This is an optimization exercise on Yosys and OpenROAD, whose aim is small area, a short achievable clock period and few clock cycles, not a production implementation. In this exercise RTL edits were held to simulation tests only and were not proved equivalent to the original. Power and IR drop assume default switching activity.

==> flow/design.v <==
package queen_pkg;
    localparam int MAX_BOARD = 16;
    typedef logic [$clog2(MAX_BOARD)-1:0] coord_t;
    typedef logic [MAX_BOARD-1:0] row_mask_t;
    typedef enum logic [2:0] {
        S_IDLE  = 3'd0,
        S_LOAD  = 3'd1,
        S_BUILD = 3'd2,
        S_PLACE = 3'd3,
        S_BACK  = 3'd4,
        S_EMIT  = 3'd5
    } search_state_t;
endpackage
`timescale 1ns/100ps
module queen_input #(
    parameter int BOARD_N = 12
) (
    input  logic                 in_valid,
    input  queen_pkg::coord_t    col,
    input  logic                 idle,
    input  logic                 accepting,
    output logic                 first_beat,
    output logic [BOARD_N-1:0]   col_we
);
    logic wr_en;
    assign wr_en      = in_valid && accepting;
    assign first_beat = in_valid && idle;
    always_comb begin
        for (int c = 0; c < BOARD_N; c++) begin
            col_we[c] = wr_en && (col == queen_pkg::coord_t'(c));
        end
    end
endmodule
`timescale 1ns/100ps
module queen_attack #(
    parameter int BOARD_N = 12,
    parameter int DW      = 2 * BOARD_N - 1,
    parameter int KILL_D  = 4               
) (
    input  logic [BOARD_N-1:0]   rq,
    input  logic [DW-1:0]        pq,
    input  logic [DW-1:0]        qq,
    input  logic [BOARD_N-1:0]   chk,          
    input  queen_pkg::coord_t    start_q,
    output logic [BOARD_N-1:0]   cand          
);
    logic [BOARD_N-1:0] fr [KILL_D+1];   
    logic [BOARD_N-1:0] kill;            
    always_comb begin
        for (int d = 0; d <= KILL_D; d++) begin
            for (int r = 0; r < BOARD_N; r++) begin
                fr[d][r] = !(rq[r] || pq[(r - d + DW) % DW] || qq[(r + d) % DW]);
            end
        end
    end
    logic [BOARD_N-1:0] pre [1:KILL_D];    
    logic [BOARD_N-1:0] suf [1:KILL_D];    
    always_comb begin
        for (int d = 1; d <= KILL_D; d++) begin
            pre[d][0] = fr[d][0];
            for (int i = 1; i < BOARD_N; i++) begin
                pre[d][i] = pre[d][i-1] || fr[d][i];
            end
            suf[d][BOARD_N-1] = fr[d][BOARD_N-1];
            for (int i = BOARD_N - 2; i >= 0; i--) begin
                suf[d][i] = suf[d][i+1] || fr[d][i];
            end
        end
    end
    always_comb begin
        logic left;
        kill = '0;
        for (int r = 0; r < BOARD_N; r++) begin
            for (int d = 1; d <= KILL_D; d++) begin
                left = 1'b0;
                if (r - d - 1 >= 0)      left = left || pre[d][r - d - 1];
                if (r + d + 1 < BOARD_N) left = left || suf[d][r + d + 1];
                for (int i = r - d + 1; i < r + d; i++) begin
                    if (i >= 0 && i < BOARD_N && i != r) left = left || fr[d][i];
                end
                if (chk[d] && !left) begin
                    kill[r] = 1'b1;
                end
            end
        end
    end
    always_comb begin
        for (int r = 0; r < BOARD_N; r++) begin
            cand[r] = fr[0][r] && !kill[r] && (queen_pkg::coord_t'(r) >= start_q);
        end
    end
endmodule
`timescale 1ns/100ps
module queen_search #(
    parameter int BOARD_N = 12,
    parameter int DW      = 2 * BOARD_N - 1
) (
    input  logic                     clk,
    input  logic                     rst_n,
    input  logic                     in_valid,
    input  queen_pkg::coord_t        row,
    input  logic                     first_beat,
    input  logic [BOARD_N-1:0]       col_we,
    input  logic [BOARD_N-1:0]       cand,
    output logic                     idle,
    output logic                     accepting,
    output logic [BOARD_N-1:0]       rq,
    output logic [DW-1:0]            pq,
    output logic [DW-1:0]            qq,
    output logic [BOARD_N-1:0]       chk,
    output queen_pkg::coord_t        start_q,
    output logic                     busy_d,
    output logic                     emit_d,
    output logic                     nosol_d,
    output queen_pkg::coord_t        head_row
);
    queen_pkg::search_state_t state_q;
    queen_pkg::search_state_t state_d;
    queen_pkg::coord_t        rw_q [BOARD_N];
    logic [BOARD_N-1:0]       fx_q;
    logic [BOARD_N-1:0]       vr_q;
    logic                     searching;
    logic                     emit;
    logic                     cur_fixed;
    logic [BOARD_N-1:0]       pick_oh;
    queen_pkg::coord_t        pick_row;
    logic                     fail;
    logic                     fwd;
    logic                     back;
    logic                     build_step;
    logic                     place;
    queen_pkg::coord_t        prev_row;
    logic [BOARD_N-1:0]       prev_oh;
    logic                     prev_fixed;
    logic                     conflict;
    logic                     last_col;
    logic                     first_col;
    logic [DW-1:0]            pq_back;
    logic [DW-1:0]            qq_back;
    logic [DW-1:0]            prev_oh_w;
    logic [DW-1:0]            add_w;
    logic                     beat;
    logic                     set_b;
    logic                     clr_b;
    assign idle      = (state_q == queen_pkg::S_IDLE);
    assign accepting = idle || (state_q == queen_pkg::S_LOAD);
    assign emit      = (state_q == queen_pkg::S_EMIT);
    assign searching = (state_q == queen_pkg::S_PLACE) || (state_q == queen_pkg::S_BACK);
    assign cur_fixed = fx_q[0];
    assign last_col  = !vr_q[1];
    assign first_col = vr_q[BOARD_N - 1];
    assign chk       = vr_q & ~fx_q;
    always_comb begin
        pick_oh  = '0;
        pick_row = '0;
        for (int r = BOARD_N - 1; r >= 0; r--) begin
            if (cand[r]) begin
                pick_oh     = '0;
                pick_oh[r]  = 1'b1;
                pick_row    = queen_pkg::coord_t'(r);
            end
        end
    end
    assign fail       = (state_q == queen_pkg::S_BACK) || (!cur_fixed && !(|cand));
    assign fwd        = (state_q == queen_pkg::S_PLACE) && !fail;
    assign place      = fwd && !cur_fixed;
    assign build_step = (state_q == queen_pkg::S_BUILD) ||
                        ((state_q == queen_pkg::S_LOAD) && !in_valid);
    assign back       = (searching && fail && !first_col) || build_step;
    assign prev_row   = rw_q[BOARD_N - 1];
    assign prev_fixed = fx_q[BOARD_N - 1];
    always_comb begin
        prev_oh = '0;
        for (int r = 0; r < BOARD_N; r++) begin
            prev_oh[r] = (prev_row == queen_pkg::coord_t'(r));
        end
    end
    assign prev_oh_w = DW'(prev_oh);
    assign add_w     = place ? DW'(pick_oh) : '0;
    assign pq_back  = {pq[0], pq[DW-1:1]};
    assign qq_back  = {qq[DW-2:0], qq[DW-1]};
    assign conflict = prev_fixed && (|(prev_oh & (rq | pq_back[BOARD_N-1:0] | qq_back[BOARD_N-1:0])));
    always_comb begin
        state_d = state_q;
        nosol_d = 1'b0;
        case (state_q)
            queen_pkg::S_IDLE: begin
                if (in_valid) begin
                    state_d = queen_pkg::S_LOAD;
                end
            end
            queen_pkg::S_LOAD: begin
                if (!in_valid) begin
                    state_d = queen_pkg::S_BUILD;
                end
            end
            queen_pkg::S_BUILD: begin
                if (conflict) begin
                    state_d = queen_pkg::S_IDLE;
                    nosol_d = 1'b1;
                end else if (vr_q[BOARD_N - 2]) begin
                    state_d = queen_pkg::S_PLACE;
                end
            end
            queen_pkg::S_PLACE, queen_pkg::S_BACK: begin
                if (fwd) begin
                    state_d = last_col ? queen_pkg::S_EMIT : queen_pkg::S_PLACE;
                end else if (first_col) begin
                    state_d = queen_pkg::S_IDLE;
                    nosol_d = 1'b1;
                end else begin
                    state_d = prev_fixed ? queen_pkg::S_BACK : queen_pkg::S_PLACE;
                end
            end
            queen_pkg::S_EMIT: begin
                if (vr_q[BOARD_N - 2]) begin
                    state_d = queen_pkg::S_IDLE;
                end
            end
            default: state_d = queen_pkg::S_IDLE;
        endcase
    end
    assign busy_d   = (state_d != queen_pkg::S_IDLE) || nosol_d;
    assign emit_d   = (state_d == queen_pkg::S_EMIT);
    assign head_row = rw_q[0];
    always_ff @(posedge clk or negedge rst_n) begin
        if (!rst_n) begin
            state_q <= queen_pkg::S_IDLE;
        end else begin
            state_q <= state_d;
        end
    end
    always_ff @(posedge clk) begin
        if (fwd) begin
            start_q <= '0;
        end else if (searching && !prev_fixed) begin
            start_q <= prev_row + queen_pkg::coord_t'(1);
        end else if (build_step) begin
            start_q <= '0;
        end
    end
    assign beat  = accepting && in_valid;
    assign set_b = build_step && prev_fixed;
    assign clr_b = !build_step && !prev_fixed;
    always_ff @(posedge clk) begin
        if (idle || beat) begin
            vr_q <= '0;
        end else if (fwd) begin
            vr_q <= {1'b0, vr_q[BOARD_N-1:1]};
        end else begin
            vr_q <= {vr_q[BOARD_N-2:0], 1'b1};
        end
    end
    always_ff @(posedge clk) begin
        if (idle || beat) begin
            rq <= '0;
            pq <= '0;
            qq <= '0;
        end else if (fwd) begin
            rq <= rq | add_w[BOARD_N-1:0];
            pq <= {pq[DW-2:0] | add_w[DW-2:0], pq[DW-1] | add_w[DW-1]};
            qq <= {qq[0] | add_w[0], qq[DW-1:1] | add_w[DW-1:1]};
        end else begin
            rq <= (rq & ~(clr_b ? prev_oh : '0)) | (set_b ? prev_oh : '0);
            pq <= (pq_back & ~(clr_b ? prev_oh_w : '0)) | (set_b ? prev_oh_w : '0);
            qq <= (qq_back & ~(clr_b ? prev_oh_w : '0)) | (set_b ? prev_oh_w : '0);
        end
    end
    always_ff @(posedge clk) begin
        if (beat) begin
            for (int c = 0; c < BOARD_N; c++) begin
                if (col_we[c]) begin
                    rw_q[c] <= row;
                    fx_q[c] <= 1'b1;
                end else if (first_beat) begin
                    fx_q[c] <= 1'b0;
                end
            end
        end else if (fwd || emit) begin
            for (int c = 0; c < BOARD_N - 1; c++) begin
                rw_q[c] <= rw_q[c + 1];
                fx_q[c] <= fx_q[c + 1];
            end
            rw_q[BOARD_N - 1] <= place ? pick_row : rw_q[0];
            fx_q[BOARD_N - 1] <= fx_q[0];
        end else begin
            for (int c = 1; c < BOARD_N; c++) begin
                rw_q[c] <= rw_q[c - 1];
                fx_q[c] <= fx_q[c - 1];
            end
            rw_q[0] <= rw_q[BOARD_N - 1];
            fx_q[0] <= fx_q[BOARD_N - 1];
        end
    end
endmodule
`timescale 1ns/100ps
module queen_output (
    input  logic                 clk,
    input  logic                 rst_n,
    input  logic                 busy_d,
    input  logic                 emit_d,
    input  logic                 nosol_d,
    input  queen_pkg::coord_t    head_row,
    output logic                 busy,
    output logic                 out_valid,
    output queen_pkg::coord_t    out,
    output logic                 no_solution
);
    always_ff @(posedge clk or negedge rst_n) begin
        if (!rst_n) begin
            busy        <= 1'b0;
            out_valid   <= 1'b0;
            no_solution <= 1'b0;
        end else begin
            busy        <= busy_d;
            out_valid   <= emit_d;
            no_solution <= nosol_d;
        end
    end
    assign out = out_valid ? head_row : '0;
endmodule
`timescale 1ns/100ps
module queen_top #(
    parameter int BOARD_N = 12
) (
    input  logic   clk,
    input  logic   rst_n,
    input  logic   in_valid,
    input  queen_pkg::coord_t row,
    input  queen_pkg::coord_t col,
    output logic   busy,
    output logic   out_valid,
    output queen_pkg::coord_t out,
    output logic   no_solution
);
    localparam int DW = 2 * BOARD_N - 1;
    logic                 idle;
    logic                 accepting;
    logic                 first_beat;
    logic [BOARD_N-1:0]   col_we;
    logic [BOARD_N-1:0]   cand;
    logic [BOARD_N-1:0]   rq;
    logic [DW-1:0]        pq;
    logic [DW-1:0]        qq;
    logic [BOARD_N-1:0]   chk;
    queen_pkg::coord_t    start_q;
    logic                 busy_d;
    logic                 emit_d;
    logic                 nosol_d;
    queen_pkg::coord_t    head_row;
    queen_input #(.BOARD_N(BOARD_N)) u_queen_input (
        .in_valid   (in_valid),
        .col        (col),
        .idle       (idle),
        .accepting  (accepting),
        .first_beat (first_beat),
        .col_we     (col_we)
    );
    queen_attack #(.BOARD_N(BOARD_N), .DW(DW)) u_queen_attack (
        .rq      (rq),
        .pq      (pq),
        .qq      (qq),
        .chk     (chk),
        .start_q (start_q),
        .cand    (cand)
    );
    queen_search #(.BOARD_N(BOARD_N), .DW(DW)) u_queen_search (
        .clk        (clk),
        .rst_n      (rst_n),
        .in_valid   (in_valid),
        .row        (row),
        .first_beat (first_beat),
        .col_we     (col_we),
        .cand       (cand),
        .idle       (idle),
        .accepting  (accepting),
        .rq         (rq),
        .pq         (pq),
        .qq         (qq),
        .chk        (chk),
        .start_q    (start_q),
        .busy_d     (busy_d),
        .emit_d     (emit_d),
        .nosol_d    (nosol_d),
        .head_row   (head_row)
    );
    queen_output u_queen_output (
        .clk         (clk),
        .rst_n       (rst_n),
        .busy_d      (busy_d),
        .emit_d      (emit_d),
        .nosol_d     (nosol_d),
        .head_row    (head_row),
        .busy        (busy),
        .out_valid   (out_valid),
        .out         (out),
        .no_solution (no_solution)
    );
endmodule
make LEC_CHECK=0 ABC_AREA=1 CAP_MARGIN=20 CORE_MARGIN=2 CORE_UTILIZATION=40 CTS_BUF_LIST=sky130_fd_sc_hd__clkbuf_8 SETUP_SLACK_MARGIN=5 SLEW_MARGIN=20 finish   # period 8.0 ns
run.sh (not shown) runs the stock make flow with config.mk's settings and CLKGATE_MAP_FILE= SYNTH_SCRIPT=/design/flow/synth_recipe.tcl, a recipe that flattens the netlist after the stock synthesis.
Testbench counts at the start, summed over its fixed seeds: cycles 28,695.
Edit:
--- a/flow/design.v
+++ b/flow/design.v
@@ -33,11 +33,11 @@
 endmodule
 `timescale 1ns/100ps
 module queen_attack #(
     parameter int BOARD_N = 12,
     parameter int DW      = 2 * BOARD_N - 1,
-    parameter int KILL_D  = 4               
+    parameter int KILL_D  = 5               
 ) (
     input  logic [BOARD_N-1:0]   rq,
     input  logic [DW-1:0]        pq,
     input  logic [DW-1:0]        qq,
     input  logic [BOARD_N-1:0]   chk,          
=> Design area rose by 6.2%; non-clock buffer count grows by 10; clock power rose by 7.1%; count of clock-buffer cells in the layout stays the same; core utilization is about the same; routed wire length climbs by 9.0%; first-iteration DRC count increases by 24%.
Testbench counts after the change, summed over its fixed seeds: cycles 28,073.

==> static timing again, ports no longer ideal <==
The flow's constraints put no driver on any port. The routed layouts listed below were extracted and timed again, unchanged, in two steps. Step 1 assumes that a clkbuf_16 drives the clock port and a buf_2 every other input. Step 2, shift: input delay + t, output delay - t, t = (earliest + latest rising clock arrival at the registers) / 2. This alone moves slack from input paths to output paths. Three values: ideal, step 1, step 2; two values: the first two.
run | t, ns | setup slack, ns | latest minus earliest clock arrival (ns)
the first run | 0.489 | 5.079 / 5.036 / 4.723 | 0.013 / 0.013
the second run | 0.502 | 5.047 / 5.021 / 4.660 | 0.020 / 0.020
After both steps every run listed still meets setup and hold. For the second run, which loses most, drivers alone change the setup slack by -0.026 ns; drivers and shift together by -0.387 ns.
